Context: an optimization exercise on an open-source flow, tuned for small area, a short achievable clock period and few clock cycles per item. The choices shown serve that exercise and are no tape-out recipe. Only simulation tests tie the RTL to the original design; equivalence was not proved. Power figures rest on the tool's default switching activity, not on a simulated workload.

Setup of the previous run:
// bresenham_line_stepper_top
module bresenham_line_stepper_top #(
    parameter int COORD_BITS = 12
) (
    input  wire logic                               i_clk,
    input  wire logic                               i_rst_n,
    input  wire logic                               i_req_valid,
    output logic                                    o_req_ready,
    input  wire logic                               i_req_type,
    input  wire logic [COORD_BITS-1:0]              i_req_x_start,
    input  wire logic [COORD_BITS-1:0]              i_req_y_start,
    input  wire logic [COORD_BITS-1:0]              i_req_x_end,
    input  wire logic [COORD_BITS-1:0]              i_req_y_end,
    output logic                                    o_pix_valid,
    input  wire logic                               i_pix_ready,
    output logic                                    o_pix_pixel_valid,
    output logic [COORD_BITS-1:0]                   o_pix_pixel_x,
    output logic [COORD_BITS-1:0]                   o_pix_pixel_y,
    output logic                                    o_pix_in_image,
    output logic                                    o_pix_last_pixel,
    output logic [bls_pkg::COLOR_W-1:0]             o_pix_pixel_red,
    output logic [bls_pkg::COLOR_W-1:0]             o_pix_pixel_green,
    output logic [bls_pkg::COLOR_W-1:0]             o_pix_pixel_blue,
    input  wire logic                               i_cfg_we,
    input  wire logic [bls_pkg::CFG_IDX_W-1:0]      i_cfg_idx,
    input  wire logic [bls_pkg::CFG_DATA_W-1:0]     i_cfg_data
);
    localparam int C = COORD_BITS;
    function automatic logic [11:0] absdiff(input logic [12:0] v);
        logic [11:0] r;
        logic        any;
        any = 1'b0;
        for (int i = 0; i < 12; i++) begin
            r[i] = v[i] ^ (v[12] & any);
            any  = any | v[i];
        end
        absdiff = r;
    endfunction
    function automatic logic [11:0] incdec(input logic [11:0] a, input logic inc,
                                           input logic dec);
        logic [11:0] r;
        logic        ci, cd;
        ci = inc;
        cd = dec;
        for (int i = 0; i < 12; i++) begin
            r[i] = a[i] ^ (ci | cd);
            ci   = ci & a[i];
  ...
Size in the first run: about 1400 cells after synthesis, ~240 flip-flops, about 150 I/O pins, roughly 15000 um2 of cells after synthesis.
Settings: LEC_CHECK=0, CAP_MARGIN=10, CORE_MARGIN=2, CORE_UTILIZATION=40, CTS_BUF_LIST=sky130_fd_sc_hd__clkbuf_16, CTS_CLUSTER_DIAMETER=100, CTS_CLUSTER_SIZE=20, SLEW_MARGIN=10; clock period 20.0 ns.
standard.sh (not shown) runs the stock make flow with config.mk's settings and CLKGATE_MAP_FILE= SYNTH_SCRIPT=/design/flow/synth_recipe.tcl, a recipe that flattens the netlist after the stock synthesis.
==> flow/flow/run.sh <==
#!/bin/bash
set -e
export BUFFER_PORTS_ARGS="-buffer_cell sky130_fd_sc_hd__buf_1"
export SETUP_SLACK_MARGIN=14.6
bash standard.sh > standard.log 2>&1
No stage failed in the previous run, and the final checks on the layout all came back clean.
Testbench counts of the previous run, summed over its fixed seeds: cycles 48,523, items 48,507.
Edits applied to the flow inputs when going from the previous run to the current run:
Settings: changing SLEW_MARGIN from 10 to 20; changing CAP_MARGIN from 10 to 20.
-- flow/flow/run.sh --
<<< the previous run, line 4
export SETUP_SLACK_MARGIN=14.6
>>> the current run, line 4
export SETUP_SLACK_MARGIN=14.45
### Flow results
- Total routed wire length on the met1 layer, the current run vs the previous run: down by a few percent
- Compared to the previous run, the current run has proportion of total power due to net switching 0.34 points lower.
- NOTE: amount of wire on met2 after detailed routing in the current run falls short of that of the previous run
- The previous run → the current run: number of vias in the routed layout ~0 delta; clock power now larger; total core area held steady.
- Per the comparison of the current run with the previous run, post-synthesis net count did not really move, highest clock frequency the design can meet now sits lower.

* * *

Starting RTL as in the previous note.
Settings: LEC_CHECK=0, CAP_MARGIN=20, CORE_MARGIN=2, CORE_UTILIZATION=55, CTS_BUF_LIST=sky130_fd_sc_hd__clkbuf_16, CTS_CLUSTER_DIAMETER=100, CTS_CLUSTER_SIZE=20, SLEW_MARGIN=20; clock period 20.0 ns.
==> flow/flow/run.sh <==
#!/bin/bash
set -e
export BUFFER_PORTS_ARGS="-buffer_cell sky130_fd_sc_hd__buf_1"
export SETUP_SLACK_MARGIN=14.6
bash standard.sh > standard.log 2>&1
The baseline ran to the end with no violations.
Testbench counts at the start, summed over its fixed seeds: cycles 48,523, items 48,507.
==> next run, changes <==
CORE_UTILIZATION = 40   (was 55)
CTS_CLUSTER_DIAMETER = 120   (was 100)
CTS_CLUSTER_SIZE = 25   (was 20)
Result: Power came out lower by 0.62%; count of clock-buffer cells in the layout fell by 4; maximum frequency stays flat; sequential power is about the same; global-route usage goes down by 7.2 points; first-iteration DRC count fell by 6.0%; core utilization falls by 17 points; final area is higher by 1.5%; setup slack loses 13 ps; hold slack hardly moves.

* * *

Setup of JK:
bresenham_line_stepper_top again, from the RTL that the note above started with.
## bresenham_line_stepper_top
module bresenham_line_stepper_top #(
    parameter int COORD_BITS = 12
) (
    input  wire logic                               i_clk,
    input  wire logic                               i_rst_n,
    input  wire logic                               i_req_valid,
    output logic                                    o_req_ready,
    input  wire logic                               i_req_type,
    input  wire logic [COORD_BITS-1:0]              i_req_x_start,
    input  wire logic [COORD_BITS-1:0]              i_req_y_start,
    input  wire logic [COORD_BITS-1:0]              i_req_x_end,
    input  wire logic [COORD_BITS-1:0]              i_req_y_end,
    output logic                                    o_pix_valid,
    input  wire logic                               i_pix_ready,
    output logic                                    o_pix_pixel_valid,
    output logic [COORD_BITS-1:0]                   o_pix_pixel_x,
    output logic [COORD_BITS-1:0]                   o_pix_pixel_y,
    output logic                                    o_pix_in_image,
    output logic                                    o_pix_last_pixel,
    output logic [bls_pkg::COLOR_W-1:0]             o_pix_pixel_red,
    output logic [bls_pkg::COLOR_W-1:0]             o_pix_pixel_green,
    output logic [bls_pkg::COLOR_W-1:0]             o_pix_pixel_blue,
    input  wire logic                               i_cfg_we,
    input  wire logic [bls_pkg::CFG_IDX_W-1:0]      i_cfg_idx,
    input  wire logic [bls_pkg::CFG_DATA_W-1:0]     i_cfg_data
);
Settings: LEC_CHECK=0, CAP_MARGIN=20, CORE_MARGIN=2, CORE_UTILIZATION=40, CTS_BUF_LIST=sky130_fd_sc_hd__clkbuf_16, CTS_CLUSTER_DIAMETER=100, CTS_CLUSTER_SIZE=20, SLEW_MARGIN=20; clock period 20.0 ns.
==> flow/flow/run.sh <==
#!/bin/bash
set -e
export BUFFER_PORTS_ARGS="-buffer_cell sky130_fd_sc_hd__buf_1"
export SETUP_SLACK_MARGIN=14.75
bash standard.sh > standard.log 2>&1
Testbench counts of JK, summed over its fixed seeds: cycles 48,523, items 48,507.
Input changes introduced in MS (baseline for comparison: JK):
==> flow/flow/run.sh <==
#!/bin/bash
set -e
export BUFFER_PORTS_ARGS="-buffer_cell sky130_fd_sc_hd__buf_1"
export SETUP_SLACK_MARGIN=14.6
bash standard.sh > standard.log 2>&1
Results
Core utilization in MS is 2.1 points below JK.
The fmax on MS is in line with that on JK.
Overall routing resource usage was lower in the run labelled MS.
Of the two candidates, JK has the worse via count and MS the better one.
Total length of routed wires ended up about 4% lower on MS than on JK.
As of MS, wire length of the first global-routing pass had fallen by a few percent compared to JK.
Final cell area excluding filler cells ends up lower on MS.
According to the power report, total power for MS is lower than for JK.
Total met2 wirelength after detailed routing shrinks by a few percent when moving from JK to MS.

[static timing again, ports no longer ideal]
No port has a modelled driver above. Below, the same layouts with a new extraction and two added sets of constraints. Step 1: set_driving_cell puts a clkbuf_16 on i_clk and a buf_2 on each other input, an assumption about the parent block. Step 2 adds t to the input delays and takes it off the output delays; t is the mean of the earliest and latest rising clock arrival at the registers after step 1. Input paths then give back, and output paths get back, about the clock's delay inside the block. a / b / c = ideal / step 1 / step 2; a / b = the first two.
| run | t (ns) | setup WS [ns] | worst register clock-pin slew, ns | worst data-port slew with drivers (ns) |
|---|---|---|---|---|
| the previous run | 0.553 | 14.637 / 14.607 / 14.120 | 0.10 / 0.10 | 0.05 |
| the current run | 0.550 | 14.560 / 14.510 / 14.043 | 0.09 / 0.09 | 0.06 |
| the first run of note 2 | 0.542 | 14.658 / 14.618 / 14.165 | 0.09 / 0.09 | 0.05 |
| the second run of note 2 | 0.548 | 14.646 / 14.593 / 14.144 | 0.11 / 0.11 | 0.05 |
| JK | 0.558 | 14.649 / 14.594 / 14.139 | 0.09 / 0.09 | 0.05 |
| MS | 0.553 | 14.637 / 14.607 / 14.120 | 0.10 / 0.10 | 0.05 |
After both steps every run listed still meets setup and hold.
